What follows belongs to an exercise in optimizing a design on an open flow for small area; a production flow would make more cautious choices.
Only simulation tests tie the RTL to the original design; equivalence was not proved.
No activity file was given, so power comes from the tool's default toggle rates.

fjord:
==> flow/design.v <==
`default_nettype none
package chol_types_pkg;
  typedef logic signed [16-1:0] sample_t;
  typedef logic signed [32-1:0] word_t;
  typedef logic signed [2*32-1:0] wide_t;
  typedef enum logic [1:0] {
    IDLE,     
    DOT,      
    DIVIDE,   
    ROOT      
  } solve_phase_t;
endpackage
`default_nettype wire
`default_nettype none
package chol_mem_pkg;
  typedef logic [$clog2(4)-1:0] em_idx_t;
  typedef logic [$clog2((4 * (4 + 1) / 2))-1:0] tri_addr_t;
  typedef enum logic [1:0] {
    SOLVER,
    GRAM,
    READOUT
  } req_id_t;
endpackage
`default_nettype wire
`timescale 1ns/1ps
`default_nettype none
module chol_update_top (
  input  logic                    clk,
  input  logic                    rst,
  input  logic                    start,
  input  chol_mem_pkg::em_idx_t   row_k,
  input  chol_types_pkg::sample_t u_sample,
  input  chol_types_pkg::sample_t vec_sample,
  input  logic                    sample_valid,
  input  logic                    rd_req,
  input  chol_mem_pkg::em_idx_t   rd_row,
  input  chol_mem_pkg::em_idx_t   rd_col,
  output logic                    band_req,
  output chol_mem_pkg::em_idx_t   band_col,
  output logic [$clog2(8)-1:0]      band_idx,
  output chol_types_pkg::word_t   rd_data,
  output logic                    rd_valid,
  output logic                    busy,
  output logic                    done
);
  localparam logic [3:0] ST_IDLE = 4'd0,
                         ST_REQ  = 4'd1,    
                         ST_WAIT = 4'd2,    
                         ST_MAC  = 4'd3,    
                         ST_LDA  = 4'd4,    
                         ST_MUL  = 4'd5,    
                         ST_LDD  = 4'd6,    
                         ST_NEG1 = 4'd7,    
                         ST_DIV  = 4'd8,
                         ST_NEG2 = 4'd9,    
                         ST_SQI  = 4'd10,   
                         ST_SQ   = 4'd11,
                         ST_WR   = 4'd12,   
                         ST_XF   = 4'd13;   
  logic [3:0]   st;
  logic [5:0]   cnt;
  logic [1:0]   k_r, j_r, m_r;
  logic [2:0]   b_r;
  logic [3:0]   hp;
  logic         neg;
  logic [319:0] ring;
  logic [31:0]  acc;
  logic [32:0]  p;
  logic [31:0]  x;
  logic         c;
  logic         mb_r;   
  function automatic logic [3:0] tri_base(input logic [1:0] r);
    case (r)
      2'd0: tri_base = 4'd0;
      2'd1: tri_base = 4'd1;
      2'd2: tri_base = 4'd3;
      default: tri_base = 4'd6;
    endcase
  endfunction
  logic [3:0] hp_next;
  logic [3:0] tgt;
  logic       hit;
  logic [3:0] rd_addr;
  logic [1:0] rd_hi, rd_lo;
  assign hp_next = (hp == 4'd9) ? 4'd0 : hp + 4'd1;
  assign tgt = tri_base((st == ST_LDA || st == ST_LDD) ? j_r : k_r)
             + {2'b00, (st == ST_LDD || st == ST_WR) ? j_r : m_r};
  assign hit = (hp == tgt);
  assign rd_hi   = (rd_row >= rd_col) ? rd_row : rd_col;
  assign rd_lo   = (rd_row >= rd_col) ? rd_col : rd_row;
  assign rd_addr = tri_base(rd_hi) + {2'b00, rd_lo};
  assign rd_data = ring[31:0];
  logic is_mac, is_mul, is_div, is_sq, is_dsq, is_mm;
  logic zp, mbit, en, sub, abit;
  logic [32:0] a_in, xs, b_in, sum;
  logic        qbit;
  assign is_mac = (st == ST_MAC);
  assign is_mul = (st == ST_MUL);
  assign is_div = (st == ST_DIV);
  assign is_sq  = (st == ST_SQ);
  assign is_dsq = is_div || is_sq;
  assign is_mm  = is_mac || is_mul;
  assign zp   = (cnt == 6'd0);
  assign abit = acc[31] && (cnt < 6'd32);
  assign mbit = is_mac ? x[16] : mb_r;
  always_comb begin
    if (is_dsq) begin
      a_in = {(zp ? 32'd0 : p[31:0]), abit};
      en   = is_div || cnt[0];
      sub  = zp || !p[32];
    end else begin
      a_in = zp ? 33'd0 : {p[32], p[32:1]};
      en   = mbit && (cnt < (is_mac ? 6'd16 : 6'd32));
      sub  = (cnt == (is_mac ? 6'd15 : 6'd31));
    end
    xs = is_mac ? {{17{x[15]}}, x[15:0]} : {x[31], x};
    b_in = en ? (xs ^ {33{sub}}) : 33'd0;
    if (is_sq && en) b_in[1] = 1'b1;
  end
  logic [20:0] cy;
  assign cy[0] = en && sub;
  genvar gi;
  generate for (gi = 0; gi < 20; gi++) begin : g_rc
    assign sum[gi] = a_in[gi] ^ b_in[gi] ^ cy[gi];
    assign cy[gi+1] = (a_in[gi] & b_in[gi]) | (cy[gi] & (a_in[gi] ^ b_in[gi]));
  end endgenerate
  assign sum[32:20] = a_in[32:20] + b_in[32:20] + {12'd0, cy[20]};
  assign qbit = !sum[32] && !(is_sq && neg);
  logic sa, sy, scin, ss, scout;
  logic ser_first;
  always_comb begin
    sa = acc[0];
    sy = p[0];
    scin = c;
    ser_first = 1'b0;
    case (st)
      ST_MAC: begin
        ser_first = (cnt == 6'd1);
        if (b_r == 3'd0) sa = 1'b0;   
      end
      ST_MUL: begin
        ser_first = (cnt == 6'd17);
        sy = !p[0];
      end
      default: begin   
        ser_first = (cnt == 6'd0);
        sa = !acc[0];
        sy = 1'b0;
      end
    endcase
    if (ser_first) scin = (st != ST_MAC);
    ss    = sa ^ sy ^ scin;
    scout = (sa & sy) | (sa & scin) | (sy & scin);
  end
  logic mul_go;
  logic mul_ser;
  assign mul_go  = (cnt >= 6'd32) || hit;
  assign mul_ser = (cnt >= 6'd17);
  always_ff @(posedge clk) begin
    if (st == ST_WR && hit)
      ring <= {acc, ring[319:32]};
    else
      ring <= {ring[31:0], ring[319:32]};
    mb_r <= ring[32 + cnt[4:0]];
    if ((is_mac && cnt != 6'd0) || (is_mul && mul_go && mul_ser) ||
        st == ST_NEG1 || st == ST_NEG2) begin
      acc <= {ss, acc[31:1]};
      c   <= scout;
    end else if (is_dsq || st == ST_XF) begin
      acc <= {acc[30:0], is_div ? qbit : x[31]};   
    end
    if (is_mac || (is_mul && mul_go) || is_dsq) p <= sum;
    if (st == ST_WAIT && sample_valid) x <= {vec_sample, u_sample};
    else if ((st == ST_LDA || st == ST_LDD) && hit) x <= ring[31:0];
    else if (is_mac) x <= {1'b0, x[31:17], x[15:0]};
    else if (st == ST_SQI || st == ST_XF) x <= {x[30:2], 3'b001};
    else if (is_sq && cnt[0]) x <= {x[30:2], qbit, 2'b01};
    if ((st == ST_LDD && hit) || (st == ST_SQI && cnt == 6'd0)) neg <= acc[31];
  end
  assign band_req = (st == ST_REQ);
  assign band_col = j_r;
  assign band_idx = b_r;
  always_ff @(posedge clk) begin
    if (rst) begin
      st       <= ST_IDLE;
      cnt      <= '0;
      k_r      <= '0;
      j_r      <= '0;
      m_r      <= '0;
      b_r      <= '0;
      hp       <= '0;
      busy     <= 1'b0;
      done     <= 1'b0;
      rd_valid <= 1'b0;
    end else begin
      hp       <= hp_next;
      rd_valid <= rd_req && !rd_valid && (rd_addr == hp_next);
      done     <= 1'b0;
      if (done) busy <= 1'b0;
      cnt <= cnt + 6'd1;
      case (st)
        ST_IDLE: begin
          if (start && !busy) begin
            busy <= 1'b1;
            k_r  <= row_k;
            j_r  <= '0;
            b_r  <= '0;
            st   <= ST_REQ;
          end
        end
        ST_REQ: st <= ST_WAIT;
        ST_WAIT: begin
          cnt <= '0;
          if (sample_valid) st <= ST_MAC;
        end
        ST_MAC: begin
          if (cnt == 6'd32) begin
            b_r <= b_r + 3'd1;
            m_r <= '0;
            cnt <= '0;
            if (b_r != 3'd7) st <= ST_REQ;
            else if (j_r != 2'd0) st <= ST_LDA;
            else if (j_r == k_r) st <= ST_SQI;
            else st <= ST_LDD;
          end
        end
        ST_LDA: begin
          cnt <= '0;
          if (hit) st <= ST_MUL;
        end
        ST_MUL: begin
          if (!mul_go) cnt <= cnt;
          else if (cnt == 6'd48) begin
            cnt <= '0;
            m_r <= m_r + 2'd1;
            if (m_r + 2'd1 != j_r) st <= ST_LDA;
            else if (j_r == k_r) st <= ST_SQI;
            else st <= ST_LDD;
          end
        end
        ST_LDD: begin
          cnt <= '0;
          if (hit) st <= acc[31] ? ST_NEG1 : ST_DIV;
        end
        ST_NEG1: if (cnt == 6'd31) begin
          cnt <= '0;
          st  <= ST_DIV;
        end
        ST_DIV: if (cnt == 6'd47) begin
          cnt <= '0;
          st  <= neg ? ST_NEG2 : ST_WR;
        end
        ST_NEG2: if (cnt == 6'd31) st <= ST_WR;
        ST_SQI: if (cnt == 6'd29) begin
          cnt <= '0;
          st  <= ST_SQ;
        end
        ST_SQ: if (cnt == 6'd47) begin
          cnt <= '0;
          st  <= ST_XF;
        end
        ST_XF: if (cnt == 6'd29) st <= ST_WR;
        ST_WR: begin
          if (hit) begin
            if (j_r == k_r) begin
              done <= 1'b1;
              st   <= ST_IDLE;
            end else begin
              j_r <= j_r + 2'd1;
              b_r <= '0;
              st  <= ST_REQ;
            end
          end
        end
        default: st <= ST_IDLE;
      endcase
    end
  end
endmodule
`default_nettype wire
Settings: LEC_CHECK=0, CAP_MARGIN=20, CORE_MARGIN=2, CORE_UTILIZATION=40, SLEW_MARGIN=20; clock period 12.0 ns.
standard.sh (not shown) runs the stock make flow with config.mk's settings and CLKGATE_MAP_FILE= SYNTH_SCRIPT=/design/flow/synth_recipe.tcl, a recipe that flattens the netlist after the stock synthesis.
==> flow/flow/run.sh <==
#!/bin/bash
# Standard ORFS layout (unchanged synthesis, floorplan, placement, routing)
# with two changes: ports get the smallest buffer (buf_1) instead of the
# default clkdlybuf4s50_1, and the clock tree uses clkbuf_8 leaf buffers on
# smaller sink clusters without dummy loads.
set -o pipefail
export BUFFER_PORTS_ARGS="-buffer_cell sky130_fd_sc_hd__buf_1"
export CTS_ARGS="-sink_clustering_enable -repair_clock_nets -dont_use_dummy_load -buf_list sky130_fd_sc_hd__clkbuf_8 -root_buf sky130_fd_sc_hd__clkbuf_16 -sink_clustering_size 14 -sink_clustering_max_diameter 60"
bash standard.sh > standard.log 2>&1
### fjord -> amber
- PLACE_DENSITY now 0.7, previously not set
- SLEW_MARGIN now 0, was 20
- CORE_UTILIZATION now 60, was 40
- CAP_MARGIN now 0, was 20
==> summary.txt <==
Going from fjord to amber, the transition at the pin with the smallest max-transition slack was found to have gone down by 0.069 ns. Higher design area was reported by fjord, not amber. fjord → amber: maximum vdd ir drop went up 4.7%; signed area change from the synthesized netlist to the final layout went down 1.4 points; number of inserted diodes went up 1; post-detailed-route wirelength per cell went up 0.56 µm; total number of tap cells went down about 36%. amber vs fjord, routed wire length went down by about 7%. Compared with fjord, amber improves final worst-path setup slack. Looking at startpoint of the most critical setup path, the cnt[1] result is from fjord; the cnt[0] one comes from amber.

## port drivers added, routing unchanged
Ports are ideal in the flow. The routed layouts listed here were re-timed in OpenROAD. Step 1 assumes that a clkbuf_16 drives the clock port and a buf_2 every other input. Step 2 adds t to the input delays and takes it off the output delays; t is the mean of the earliest and latest rising clock arrival at the registers after step 1. Input paths then give back, and output paths get back, about the clock's delay inside the block. Three values: ideal, step 1, step 2; two values: the first two.
run	t, ns	setup WS [ns]	hold WS [ns]	clock arrival spread, ns	worst register clock-pin slew, ns
fjord	0.541	0.471 / 0.471 / 0.471	0.305 / 0.305 / 0.305	0.052 / 0.052	0.09 / 0.09
amber	0.520	0.495 / 0.495 / 0.495	0.322 / 0.322 / 0.322	0.073 / 0.073	0.09 / 0.09
After both steps every run listed still meets setup and hold.
